What follows belongs to an exercise in optimizing a design on an open flow for small area and a short achievable clock period; a production flow would make more cautious choices.
Function was checked by simulation only, so behaviour that the tests miss may differ from the original.
Power figures rest on the tool's default switching activity, not on a simulated workload.

Setup of quartz:
## vid_top
module vid_top #(
    parameter int H_VISIBLE = 16,
    parameter int H_FRONT   = 2,
    parameter int H_SYNC    = 4,
    parameter int H_BACK    = 2,
    parameter int V_VISIBLE = 8,
    parameter int V_FRONT   = 1,
    parameter int V_SYNC    = 2,
    parameter int V_BACK    = 1
)(
    input  wire logic           clk,
    input  wire logic           reset_i,
    input  wire logic           bus_cs_n_i,
    input  wire logic           bus_rd_nwr_i,
    input  wire logic [3:0]     bus_reg_num_i,
    input  wire logic           bus_bytesel_i,
    input  wire logic [7:0]     bus_data_i,
    output logic      [7:0]     bus_data_o,
    output logic                bus_intr_o,
    output logic      [3:0]     red_o,
    output logic      [3:0]     green_o,
    output logic      [3:0]     blue_o,
    output logic                hsync_o,
    output logic                vsync_o,
    output logic                dv_de_o
);
clock: 7.0 ns
lec_check: 0
cap_margin: 10
core_margin: 2
core_utilization: 65
setup_slack_margin: 4.4
slew_margin: 10
standard.sh (not shown) runs the stock make flow with config.mk's settings and CLKGATE_MAP_FILE= SYNTH_SCRIPT=/design/flow/synth_recipe.tcl, a recipe that flattens the netlist after the stock synthesis.
==> flow/flow/run.sh <==
#!/bin/bash
# The standard layout (standard.sh) with three changes: the port buffers are
# buf_4 cells, the resizer may swap a cell for one of another footprint, and
# CTS clusters sinks into larger groups without dummy loads. Make's output
# goes to make.log here; each ORFS step keeps its own log under orfs/logs/.
set -euo pipefail
bash standard.sh \
    MATCH_CELL_FOOTPRINT=0 \
    "BUFFER_PORTS_ARGS=-buffer_cell sky130_fd_sc_hd__buf_4" \
    "CTS_ARGS=-sink_clustering_enable -repair_clock_nets -sink_clustering_size 30 -sink_clustering_max_diameter 50 -dont_use_dummy_load" \
    finish > make.log 2>&1
quartz finished every stage and its layout cleared the timing, DRC and antenna checks.
> inputs changed (quartz -> zinc)
- a change of SLEW_MARGIN from 10 to 20
- a change of SETUP_SLACK_MARGIN from 4.4 to 4.6
- a change of CAP_MARGIN from 10 to 20
--- a/flow/flow/run.sh
+++ b/flow/flow/run.sh
@@ -10 +10 @@
-    "CTS_ARGS=-sink_clustering_enable -repair_clock_nets -sink_clustering_size 30 -sink_clustering_max_diameter 50 -dont_use_dummy_load" \
+    "CTS_ARGS=-sink_clustering_enable -repair_clock_nets -sink_clustering_size 24 -sink_clustering_max_diameter 40 -dont_use_dummy_load" \
--- outcome ---
~same total instance count after detailed placement in quartz and zinc
[diff] time the final worst path needs with I/O delays and setup, zinc relative to quartz: regression
Comparing quartz and zinc, the one run not ending clean was zinc.
Complete run, failing final checks: zinc, reason antenna violations.
Of quartz and zinc, the higher non-clock buffer count belongs to zinc.
[inputs] onyx vs zinc
- changing SETUP_SLACK_MARGIN from 4.6 to 4.5
- setting PLACE_DENSITY to 0.75 for the first time
--- a/flow/flow/run.sh
+++ b/flow/flow/run.sh
@@ -10 +10 @@
-    "CTS_ARGS=-sink_clustering_enable -repair_clock_nets -sink_clustering_size 24 -sink_clustering_max_diameter 40 -dont_use_dummy_load" \
+    "CTS_ARGS=-sink_clustering_enable -repair_clock_nets -sink_clustering_size 30 -sink_clustering_max_diameter 50 -dont_use_dummy_load" \
==> run summary <==
onyx | status: complete | timing, DRC, antenna: pass. Between zinc and onyx, the flow reports number of fillers in the final layout increasing slightly. onyx — critical-path maximum fanout 1 higher, zinc as reference. Setup slack: onyx more than zinc. Count of cells resized by post-cts repair: zinc and onyx compared, lower one is onyx. Delta(overall track demand over capacity in global routing, onyx - zinc) < 0. Route | onyx vs zinc | wire shorter in onyx. Diff zinc -> onyx | period utilization | decrease of 0.78 points.
Setup changes, onyx to violet
- PLACE_DENSITY removed (was 0.75)
--- a/flow/flow/run.sh
+++ b/flow/flow/run.sh
@@ -10 +10 @@
-    "CTS_ARGS=-sink_clustering_enable -repair_clock_nets -sink_clustering_size 30 -sink_clustering_max_diameter 50 -dont_use_dummy_load" \
+    "CTS_ARGS=-sink_clustering_enable -repair_clock_nets -sink_clustering_size 20 -sink_clustering_max_diameter 40 -dont_use_dummy_load -root_buf sky130_fd_sc_hd__clkbuf_16 -buf_list {sky130_fd_sc_hd__clkbuf_8 sky130_fd_sc_hd__clkbuf_16} -sink_clustering_buffer sky130_fd_sc_hd__clkbuf_8" \
Compare violet and onyx | met1 layer usage reported by global route lower: onyx. Summary of violet over onyx: antenna diode count now sits higher, finished layout cell area now sits higher, aggregate routed wire length now sits higher, total chip power now sits higher. Between onyx and violet, the flow reports non-clock buffer count increasing by a few percent.
What maple does differently from violet at the input level:
--- a/flow/flow/run.sh
+++ b/flow/flow/run.sh
@@ -10 +10 @@
-    "CTS_ARGS=-sink_clustering_enable -repair_clock_nets -sink_clustering_size 20 -sink_clustering_max_diameter 40 -dont_use_dummy_load -root_buf sky130_fd_sc_hd__clkbuf_16 -buf_list {sky130_fd_sc_hd__clkbuf_8 sky130_fd_sc_hd__clkbuf_16} -sink_clustering_buffer sky130_fd_sc_hd__clkbuf_8" \
+    "CTS_ARGS=-sink_clustering_enable -repair_clock_nets -sink_clustering_size 30 -sink_clustering_max_diameter 50 -dont_use_dummy_load -sink_clustering_levels 2" \
Notes after the runs:
- maple: all stages complete, timing, DRC and antenna checks passed
- violet -> maple: post-CTS repair timing setup buffer count increased by more than a quarter
- Relative to violet, the mean number of vias per cell measured on maple has increased slightly.
- maple vs. violet: global-route usage barely changed, design area ~0 delta.
- The setup slack reported for maple is greater than that of violet by 44 ps.
- For aggregate routed wire length, maple and violet come out practically identical.
- violet -> maple: cell count after placement delta 0, exact match
- maple: relative area change from synthesis to final layout is 0.31 points lower than what violet reported.
- ~same proportion of cell area occupied by multi-input gates in maple and violet
### maple -> indigo
- an added TNS_END_PERCENT of 10
--- a/flow/flow/run.sh
+++ b/flow/flow/run.sh
@@ -10 +10 @@
-    "CTS_ARGS=-sink_clustering_enable -repair_clock_nets -sink_clustering_size 30 -sink_clustering_max_diameter 50 -dont_use_dummy_load -sink_clustering_levels 2" \
+    "CTS_ARGS=-sink_clustering_enable -repair_clock_nets -sink_clustering_size 30 -sink_clustering_max_diameter 50 -dont_use_dummy_load" \
[summary]
indigo | status: complete | timing, DRC, antenna: pass. Between maple and indigo, the difference in total setup violations reported at the end of the flow is negligible. indigo — per-cell via count in the routed design 0.53% lower, maple as reference. indigo against maple: first-iteration DRC count fell 2.7%; global-route usage fell 0.36 points; share of total power consumed by net switching about even.

-- separate check: timing with driven ports --
The results above use ideal ports. As a check the final layouts listed here were re-extracted and re-timed, cells and wires unchanged.
Step 1: set_driving_cell puts a clkbuf_16 on clk and a buf_2 on each other input, an assumption about the parent block.
Step 2 also shifts input and output timing later by t, the mid clock arrival at the registers, as if the neighbouring blocks saw the same clock.
Slacks: no drivers / after step 1 / after step 2; pairs: no drivers / after step 1.
| run | t (ns) | slack for setup (ns) | worst setup path after step 2 | clock arrival spread, ns | cell pins on the clock port's net |
|---|---|---|---|---|---|
| quartz | 0.941 | 4.257 / 4.166 / 3.512 | input to register | 0.087 / 0.086 | 1 |
| zinc | 1.009 | 4.207 / 4.113 / 3.526 | input to register | 0.129 / 0.130 | 1 |
| onyx | 0.901 | 4.261 / 4.175 / 3.502 | input to register | 0.141 / 0.141 | 1 |
| violet | 0.974 | 4.214 / 4.129 / 3.543 | input to register | 0.105 / 0.105 | 1 |
| maple | 0.947 | 4.258 / 4.168 / 3.515 | input to register | 0.081 / 0.082 | 1 |
| indigo | 0.941 | 4.138 / 4.138 / 3.431 | input to register | 0.100 / 0.100 | 1 |
For onyx, which loses most, drivers alone change the setup slack by -0.086 ns; drivers and shift together by -0.759 ns.
